This design comes from an exercise in tuning for small area, a short achievable clock period and few clock cycles per item on the open sky130 flow, not from production work. Function was checked by simulation only, so behaviour that the tests miss may differ from the original. Power is estimated from default activity; no workload was simulated.

==> flow/design.v, too long to show whole: its modules and the start of the top module <==
// module strassen_mul_pipe: 3146 lines
// module strassen_seq_mac: 85 lines
module strassen_seq_mac #(
  parameter int WIDTH   = 16,
  parameter int MUL_LAT = 2
) (
  input  logic                       clk,
  input  logic                       rst_n,
  input  logic                       in_valid,
  output logic                       in_ready,
  input  logic [4*WIDTH-1:0]         a_i,
  input  logic [4*WIDTH-1:0]         b_i,
  output logic                       out_valid,
  input  logic                       out_ready,
  output logic [4*(2*WIDTH+1)-1:0]   c_o,
  output logic                       busy
);
  // ...
==> flow/flow/run.sh <==
#!/bin/bash
# Own layout flow: the standard synthesis, then an inverter clean-up of the
# synthesized netlist (polfix.py: full adders take whichever polarity needs the
# fewest inverters), then the standard layout steps from floorplan to finish.
# flow/extra.txt lists extra make variables, one per line: a setup margin
# (ns) that asks ORFS's timing repair to aim below the design's period, and
# the cell buffer_ports uses for the port buffers.
set -euo pipefail
W=$(pwd)
R=$W/orfs/results/${FLOW_PLATFORM}/strassen_seq_mac/base
EXTRA=()
if [[ -f flow/extra.txt ]]; then
  while read -r kv; do [[ -n "$kv" ]] && EXTRA+=("$kv"); done < flow/extra.txt
fi
bash standard.sh synth > "$W/synth.log" 2>&1
cp "$R/1_2_yosys.v" "$W/synth_netlist.v"
LIB=$(ls "$FLOW_HOME/platforms/$FLOW_PLATFORM/lib/"*tt_025C_1v80.lib | head -1)
python3 flow/polfix.py "$W/synth_netlist.v" "$W/polfix_netlist.v" "$LIB" > "$W/polfix.log" 2>&1
cp "$W/polfix_netlist.v" "$R/1_2_yosys.v"
rm -f "$R/1_synth.odb" "$R/1_synth.sdc"
bash standard.sh "${EXTRA[@]}" finish > "$W/layout.log" 2>&1
test -f "$W/out/final.def"
==> flow/flow/extra.txt <==
SETUP_SLACK_MARGIN=6.9
BUFFER_PORTS_ARGS=-buffer_cell sky130_fd_sc_hd__buf_2
==> flow/standard.sh <==
#!/bin/bash
# synth_recipe.tcl (not shown) runs the flow's synth.tcl, then flattens the netlist and writes it again
# the make line also repeats each setting of config.mk as NAME=value (left out here)
make -C /OpenROAD-flow-scripts/flow DESIGN_CONFIG=/design/flow/config.mk WORK_HOME=/design/flow/orfs CLKGATE_MAP_FILE= SYNTH_SCRIPT=/design/flow/synth_recipe.tcl "${@:-finish}"
==> flow/config.mk <==
export PLATFORM = sky130hd
export DESIGN_NAME = strassen_seq_mac
export DESIGN_NICKNAME = strassen_seq_mac
export VERILOG_FILES = /design/flow/design.v
export SDC_FILE = /design/flow/constraint.sdc
export NUM_CORES = 4
export LEC_CHECK = 0
export ABC_CLOCK_PERIOD_IN_PS = 4000
export CAP_MARGIN = 20
export CORE_MARGIN = 2
export CORE_UTILIZATION = 55
export CTS_CLUSTER_DIAMETER = 120
export CTS_CLUSTER_SIZE = 24
export PLACE_DENSITY = 0.65
export SLEW_MARGIN = 20
==> flow/constraint.sdc <==
create_clock -name core_clock -period 11.0 [get_ports {clk}]
set_input_delay 2.2000 -clock core_clock [delete_from_list [all_inputs] [get_ports {clk}]]
set_output_delay 2.2000 -clock core_clock [all_outputs]
set_load 0.01 [all_outputs]
Not shown: flow/flow/polfix.py
==> summary.txt, run 1 <==
Met2 demand-to-capacity share in global routing = 50.3%
Switching fraction of total power = 48.0%
Power of the clock network = 2.11 mW
Met2 wire length = 107000 um
Outcome = complete, no violations
Total met3 wirelength after detailed routing = 33800 um
Aggregate global routing overflow = 0
Clock tree root driver cell = sky130_fd_sc_hd__clkbuf_16
Crit path max-delay family = compound AO/OA/AOI/OAI gates
Multi-input combinational cell area = 53000 sq um
First-pass GRT wire length = 357000 um
Final critical delay including setup and external delays = 4.09 ns
Layout Skew = 0.0620 ns
Most crowded layer after global routing = met2
Clock buffer count = 73
Final TNS setup = 0 ns
Final antenna diode count = 3
Group drawing the most power = combinational cells
Count of buffering cells on the critical path with inverters included = 0
Layout cells sized above 1 = 10.6%
Mapped Avg Cell Area = 12.3 sq um
Clock insertion delay at the later pin of the skew report = 0.72 ns
Number of port buffers = 266
Weighted congestion at the end of routability-driven global placement = 0.895
# nets final = 8567
Highest-count cells in the layout ignoring fill and taps = sky130_fd_sc_hd__nand2_1 (2004), sky130_fd_sc_hd__fa_1 (1793), sky130_fd_sc_hd__edfxtp_1 (748)
Clock Path Buffers = 3
Fraction of area in multi-input gates = 61.7%
RSZ-0062 raised after global routing = true
Gates resized, CTS repair = 55
Share of power burned in the clock network = 6.9%
Kind of critical path = flop to flop
Most common library cell in the layout ignoring fill and taps = sky130_fd_sc_hd__nand2_1
DR iter-0 viols = 5885
Element type at the critical path end = flop
Sort of element at the start of the critical path = flop
Dpl cell area = 83100 sq um
Power attributed to sequential cells = 6.67 mW
Power attributed to combinational cells = 22.0 mW
Testbench counts, summed over its fixed seeds: cycles 984, items 960.
==> inputs of run 2 (changes only) <==
==> flow/flow/extra.txt (replaced) <==
SETUP_SLACK_MARGIN=7
BUFFER_PORTS_ARGS=-buffer_cell sky130_fd_sc_hd__buf_2
--- a/flow/config.mk
+++ b/flow/config.mk
@@ -8,8 +8,8 @@
 export ABC_CLOCK_PERIOD_IN_PS = 4000
 export CAP_MARGIN = 20
 export CORE_MARGIN = 2
-export CORE_UTILIZATION = 55
+export CORE_UTILIZATION = 60
 export CTS_CLUSTER_DIAMETER = 120
 export CTS_CLUSTER_SIZE = 24
-export PLACE_DENSITY = 0.65
+export PLACE_DENSITY = 0.7
 export SLEW_MARGIN = 20
==> run 2 against run 1 <==
Still clean on timing, DRC and antenna. Non-clock buffer count grew 48. Worst setup slack gained 0.076 ns. Total power grew 0.98%.
==> summary.txt, run 2 <==
Clock insertion delay at the later pin of the skew report = 0.69 ns (-0.03 ns)
Startpoint of the worst-slack reg-to-reg timing path = a_q[25]
Final Cell Area = 86200 sq um
Most crowded layer after global routing = met2
Total die area = 136000 sq um
Peak supply drop = 0.417 mV
Overall die height = 369 um
Arr. time, crit path = 4.44 ns
Weighted congestion at the end of routability-driven global placement = 0.912 (+1.9%)
Cell-by-cell listing of the critical path = buf_4 > nand2_1 > fa_1 > fa_1 > fa_1 > fa_1 > fa_1
CORE AREA = 132000 sq um
Critical Path Most Common Cell = sky130_fd_sc_hd__fa_1
Hold path start = sk_a_q[23]
Worst-Margin Slew = 1.23 ns
Layout Skew = 0.0307 ns (-0.0313 ns)
Most common library cell in the layout ignoring fill and taps = sky130_fd_sc_hd__nand2_1
Highest clock frequency the design can meet = 249 MHz
Met3 Usage GRT = 12.0%
Design Power = 31.1 mW
Via count = 54071
Syn Inst Count = 6502
Count of clock tree sinks = 882
Pin count of the biggest net entering global routing = 184
Total routing usage reported by global routing = 35.4%
Final critical delay including setup and external delays = 4.02 ns (-0.0764 ns)
Sort of element at the start of the critical path = flop
Number of port buffers = 266 (unchanged)
Number of global-route vias before repair = 59454
DP HPWL = 150000 um
Max FFs per register = 132
Power density over the cells = 360 nW/um^2
Slowest cell on crit path = sky130_fd_sc_hd__fa_1
Cell count of the worst reg-to-reg path = 7
Crit path max-delay family = adder cells
Number of antenna violations at the first check in global routing = 12
Clock tree root driver cell = sky130_fd_sc_hd__clkbuf_16
Routed length per instance = 28.4 um
Net count of the mapped netlist = 8498
Count of buffering cells on the critical path with inverters included = 1 (+1)
Reg2Reg Setup Slack = 6.98 ns
First-pass GRT wire length = 356000 um (-0.25%)
Clock Path Buffers = 3 (unchanged)
# rows = 133
Dpl cell area = 82900 sq um (-0.23%)
Critical path fanouts, max = 31
TritonCTS clock tree = done
Leakage power total = 30.5 nW
Syn Std Cell Area = 79800 sq um
Vias/cell = 6.43
Final worst-path cycle share = 36.5%
End-of-flow core utilization = 65.4%
Aggregate global routing overflow = 0 (unchanged)
Number of routed nets with antenna violations = 0
Yosys warnings = 2
Layout cells sized above 1 = 11.6% (+1.1 points)
Mapped Avg Cell Area = 12.3 sq um (unchanged)
Path category of the worst min-delay check = flop to flop
Kind of critical path = flop to flop
Met2 demand-to-capacity share in global routing = 53.7% (+3.4 points)
CP peak stage delay = 0.64 ns
Element type at the critical path end = flop
Drt first pass iters = 10
Req. time, crit path = 11.43 ns
DR iter-0 viols = 6402 (+8.8%)
Highest-count cells in the layout ignoring fill and taps = sky130_fd_sc_hd__nand2_1 (2004), sky130_fd_sc_hd__fa_1 (1784), sky130_fd_sc_hd__edfxtp_1 (748)
Worst reg2reg endpoint = u_c12.r1388
Outcome = complete, no violations
Hold Path Depth = 1
Number of endpoints with negative hold slack in the final report = 0
Initial Util = 60.6%
Clock slew at reported path FFs = 0.10 ns
Layout-stage area growth over the synthesis result = 8.03%
# nets final = 8614 (+0.55%)
Largest Register = c_q
Met1 Use GR = 46.1%
Die W = 369 um
I/O pin count = 267
Slew margin rel. = 17.8%
Pins Over Slew Limit = 0
H-tree levels = 2
Residual DRC = 0
Number of max-cap violations = 0
RSZ-0062 raised after global routing = true
Routed wire length = 239000 um
Worst-case hold slack = 0.478 ns
Number of endpoints failing setup at the final stage = 0
Hold worst-path end = sk_a_q[23]
Total CTS buffers = 46
run 2: how the worst max path moves through the flow:
stage,endpoint,depth (start not counted),slack [ns],from
detailed placement,u_c21.r1358,5,5.97,out_ready
finish,u_c12.r1388,7,6.98,a_q[25]
CTS,c_q[32],11,6.97,u_c11.r1345
global route,c_q[32],12,6.89,u_c11.r1331
global placement,u_c21.r1358,5,5.95,out_ready
floorplan,a_q[0],3,-3.11,out_ready
run 2: layout make-up:
class,count,area [sq um]
Timing Repair inverter,1,5.00
Antenna cell,2,5.00
Inverter,155,586
Clock buffer,72,1280
Timing Repair Buffer,481,3720
Tap cell,1755,2200
Fill cell,9787,45600
Multi-Input combinational cell,5051,53200
Sequential cell,882,25100
Clock inverter,13,136
run 2: per-stage QoR:
step,TNS (ns),instances,setup WS (ns)
3_5_place_dp,0,8247,5.97
5_1_grt,0,8410,6.89
3_3_place_gp,0,8247,5.95
6_report,0,8412,6.98
2_1_floorplan,-2327.35,6502,-3.11
4_1_cts,0,8344,6.97
run 2: what timing repair did:
| action | 4_1_cts | 5_1_grt |
|---|---|---|
| setup buffers | 11 | 46 |
| hold buffers | 0 | 0 |
| cloned | 1 | 20 |
| gates resized for setup | 78 | 138 |
| hold endpoints to repair | 0 | 0 |
| endpoints found under the setup margin | 522 | 354 |
| pin swaps | 23 | 45 |
run 2: report_power, final:
group	internal, mW	switching (mW)	total, mW	leakage, nW
sequential	6.18	0.500	6.68	8.70
clock	0.833	1.18	2.02	0.684
combinational	9.14	13.2	22.4	21.1
total	16.2	14.9	31.1	30.5
run 2: layer usage:
| metal | wire (um) | share of wire (%) |
|---|---|---|
| met2 | 106000 | 44 |
| met3 | 35900 | 15 |
| met5 | 191 | 0.080 |
| met4 | 16000 | 6.7 |
| met1 | 80600 | 34 |
==> inputs of run 3 (changes only) <==
==> flow/flow/extra.txt (replaced) <==
SETUP_SLACK_MARGIN=7.1
BUFFER_PORTS_ARGS=-buffer_cell sky130_fd_sc_hd__buf_1
--- a/flow/config.mk
+++ b/flow/config.mk
@@ -8,8 +8,8 @@
 export ABC_CLOCK_PERIOD_IN_PS = 4000
 export CAP_MARGIN = 20
 export CORE_MARGIN = 2
-export CORE_UTILIZATION = 60
-export CTS_CLUSTER_DIAMETER = 120
-export CTS_CLUSTER_SIZE = 24
-export PLACE_DENSITY = 0.7
+export CORE_UTILIZATION = 55
+export CTS_CLUSTER_DIAMETER = 130
+export CTS_CLUSTER_SIZE = 27
+export PLACE_DENSITY = 0.65
 export SLEW_MARGIN = 20
==> run 3 against run 2 <==
Wire length rose by 3.6%. Total power rose by 2.5%. Largest power group unchanged. Non-clock buffer count rose by 105. Core utilization fell by 4.3 points.
==> summary.txt, run 3 <==
# nets final = 8713 (+1.1%)
Clock Path Buffers = 3 (unchanged)
Number of port buffers = 266 (unchanged)
Arr. time, crit path = 4.51 ns (+0.07 ns)
Critical Path Most Common Cell = sky130_fd_sc_hd__fa_2
Setup WS pre-CTS = 6.17 ns (+0.201 ns)
Layout Skew = 0.0299 ns (-0.000842 ns)
Highest clock frequency the design can meet = 246 MHz (-1.3%)
RSZ-0062 raised after global routing = true
Path category of the worst min-delay check = flop to flop
Clock slew at reported path FFs = 0.12 ns (+0.02 ns)
Number of global-route vias before repair = 60045 (+0.99%)
Combinational Power Share = 73.0% (+1.0 points)
Drt first pass iters = 8 (-2)
Sort of element at the start of the critical path = flop
Die W = 385 um (+4.4%)
Met3 Usage GRT = 11.1% (-0.90 points)
I/O pin count = 267 (unchanged)
Post-route insts no fill = 8659 (+2.9%)
Mapped Avg Cell Area = 12.3 sq um (unchanged)
DR iter-0 viols = 6323 (-1.2%)
Clock tree root driver cell = sky130_fd_sc_hd__clkbuf_16
Kind of critical path = flop to flop
Net count of the mapped netlist = 8498 (unchanged)
Yosys warnings = 2 (unchanged)
Number of routed nets with antenna violations = 0 (unchanged)
Share of power burned in the clock network = 6.1% (-0.4 points)
First-pass GRT wire length = 369000 um (+3.6%)
Pins Over Slew Limit = 0 (unchanged)
Crit path max-delay family = adder cells
Number of antenna violations at the first check in global routing = 10 (-2)
Peak supply drop = 0.429 mV (+3.1%)
Critical path fanouts, max = 4 (-87%)
Met1 Use GR = 44.6% (-1.5 points)
Slowest cell on crit path = sky130_fd_sc_hd__fa_2
Dpl cell area = 82700 sq um (-0.16%)
Final TNS setup = 0 ns (unchanged)
Clock insertion delay at the later pin of the skew report = 0.70 ns (about the same)
End-of-flow core utilization = 61.2% (-4.3 points)
Final critical delay including setup and external delays = 4.07 ns (+0.0545 ns)
Total die area = 148000 sq um (+9.0%)
Aggregate global routing overflow = 0 (unchanged)
Layout-stage area growth over the synthesis result = 10.2%
Highest-count cells in the layout ignoring fill and taps = sky130_fd_sc_hd__nand2_1 (1989), sky130_fd_sc_hd__fa_1 (1734), sky130_fd_sc_hd__edfxtp_1 (748)
Pin count of the biggest net entering global routing = 172 (-6.5%)
Fin worst setup slack = 6.93 ns (-0.0545 ns)
Layout cells sized above 1 = 10.2% (-1.4 points)
Worst-Margin Slew = 1.28 ns (+0.0470 ns)
Number of max-cap violations = 0 (unchanged)
TritonCTS clock tree = done
Cell-by-cell listing of the critical path = buf_12 > buf_12 > nand2_1 > fa_1 > fa_2 > fa_2 > fa_1 > fa_2 > fa_2
Total CTS buffers = 41 (-11%)
Routed length per instance = 28.5 um (+0.60%)
Max FFs per register = 132 (unchanged)
Switching fraction of total power = 48.3% (+0.31 points)
Syn Std Cell Area = 79800 sq um (unchanged)
Outcome = complete, no violations
Worst-case hold slack = 0.480 ns (+0.00259 ns)
Met2 demand-to-capacity share in global routing = 52.0% (-1.7 points)
Count of clock tree sinks = 882 (unchanged)
DP Cell Count = 8395 (+1.8%)
Via count = 54679 (+1.1%)
Vias/cell = 6.31 (-1.8%)
Element type at the critical path end = flop
Power density over the cells = 362 nW/um^2 (+0.45%)
Cts-stage hold buffer count = 0 (unchanged)
Total routing usage reported by global routing = 33.9% (-1.4 points)
Count of buffering cells on the critical path with inverters included = 2 (+1)
Leakage power total = 30.7 nW (+0.52%)
H-tree levels = 2 (unchanged)
Net Switching = 15.4 mW (+3.2%)
Overall die height = 385 um (+4.4%)
CP peak stage delay = 0.58 ns (-0.06 ns)
Final Cell Area = 88000 sq um (+2.0%)
Slew margin rel. = 14.7% (-3.1 points)
Initial Util = 55.5% (-5.1 points)
Number of endpoints with negative hold slack in the final report = 0 (unchanged)
Routed wire length = 247000 um (+3.6%)
Residual DRC = 0 (unchanged)
Req. time, crit path = 11.44 ns (about the same)
Weighted congestion at the end of routability-driven global placement = 0.874 (-4.2%)
Syn Inst Count = 6502 (unchanged)
Final worst-path cycle share = 37.0% (+0.50 points)
Share of total power in sequential cells = 20.9% (-0.6 points)
Pint = 16.5 mW (+1.9%)
Design Power = 31.9 mW (+2.5%)
Most crowded layer after global routing = met2
Number of endpoints failing setup at the final stage = 0 (unchanged)
Largest Register = c_q
Most common library cell in the layout ignoring fill and taps = sky130_fd_sc_hd__nand2_1
# rows = 139 (+4.5%)
CORE AREA = 144000 sq um (+9.1%)
DP HPWL = 151000 um (+1.2%)
[run 3: path summary, 6_finish.rpt]
| kind | startpoint | endpoint | slack (ns) | cells past startpoint |
|---|---|---|---|---|
| worst max register to register | b_q[13] | u_c21.r1388 | 6.93 | 9 |
| worst min-delay path | sk_a_q[45] | sk_a_q[45] | 0.48 | 1 |
| worst min register to register | sk_a_q[45] | sk_a_q[45] | 0.48 | 1 |
| worst max-delay path | b_q[13] | u_c21.r1388 | 6.93 | 9 |
[run 3: layer usage]
metal	vias up	share of wire (%)
li1	21041	-
met1	28186	35
met2	4305	45
met3	1135	14
met4	12	6.0
met5	-	0.032
[run 3: what timing repair did]
| action | CTS | global route |
|---|---|---|
| hold endpoints to repair | 0 | 0 |
| gates resized for setup | 193 | 214 |
| cloned | 19 | 12 |
| endpoints found under the setup margin | 598 | 454 |
| pin swaps | 56 | 97 |
| buffers inserted | 46 | 105 |
[run 3: power by group through the flow]
stage | logic, mW | registers [mW] | clock network (mW)
2_1_floorplan | 15.0 | 6.80 | 0
3_3_place_gp | 20.7 | 6.72 | 0
3_5_place_dp | 21.0 | 6.76 | 0
4_1_cts | 21.8 | 6.69 | 1.98
5_1_grt | 25.6 | 6.79 | 2.08
6_report | 23.2 | 6.67 | 1.94
[run 3: final cells by class]
| cell class | instances | area, sq um |
|---|---|---|
| clock buffer | 66 | 1180 |
| timing repair buffer | 586 | 4940 |
| multi-input combinational | 5051 | 53600 |
| inverter | 155 | 586 |
| clock inverter | 10 | 115 |
| fill | 11196 | 55800 |
| antenna | 6 | 15.0 |
| sequential | 882 | 25100 |
| tap | 1903 | 2380 |

## what the ideal ports hide
In the flow no input, the clock included, has a driving cell. The finished layouts below were timed again as built, in two steps.
Step 1, drivers: a clkbuf_16 drives clk and a buf_2 each remaining input, both assumed.
Step 2 also shifts input and output timing later by t, the mid clock arrival at the registers, as if the neighbouring blocks saw the same clock.
Slacks: no drivers / after step 1 / after step 2; pairs: no drivers / after step 1.
| run | shift t [ns] | slack for setup (ns) | latest minus earliest clock arrival (ns) |
|---|---|---|---|
| run 1 | 0.772 | 6.906 / 6.906 / 6.369 | 0.065 / 0.065 |
| run 2 | 0.760 | 6.983 / 6.983 / 6.399 | 0.031 / 0.031 |
| run 3 | 0.761 | 6.928 / 6.928 / 6.522 | 0.030 / 0.030 |
After both steps every run listed still meets setup and hold. The setup slack of run 2, which loses most, moves by 0.000 ns with the drivers and by -0.584 ns with both steps.
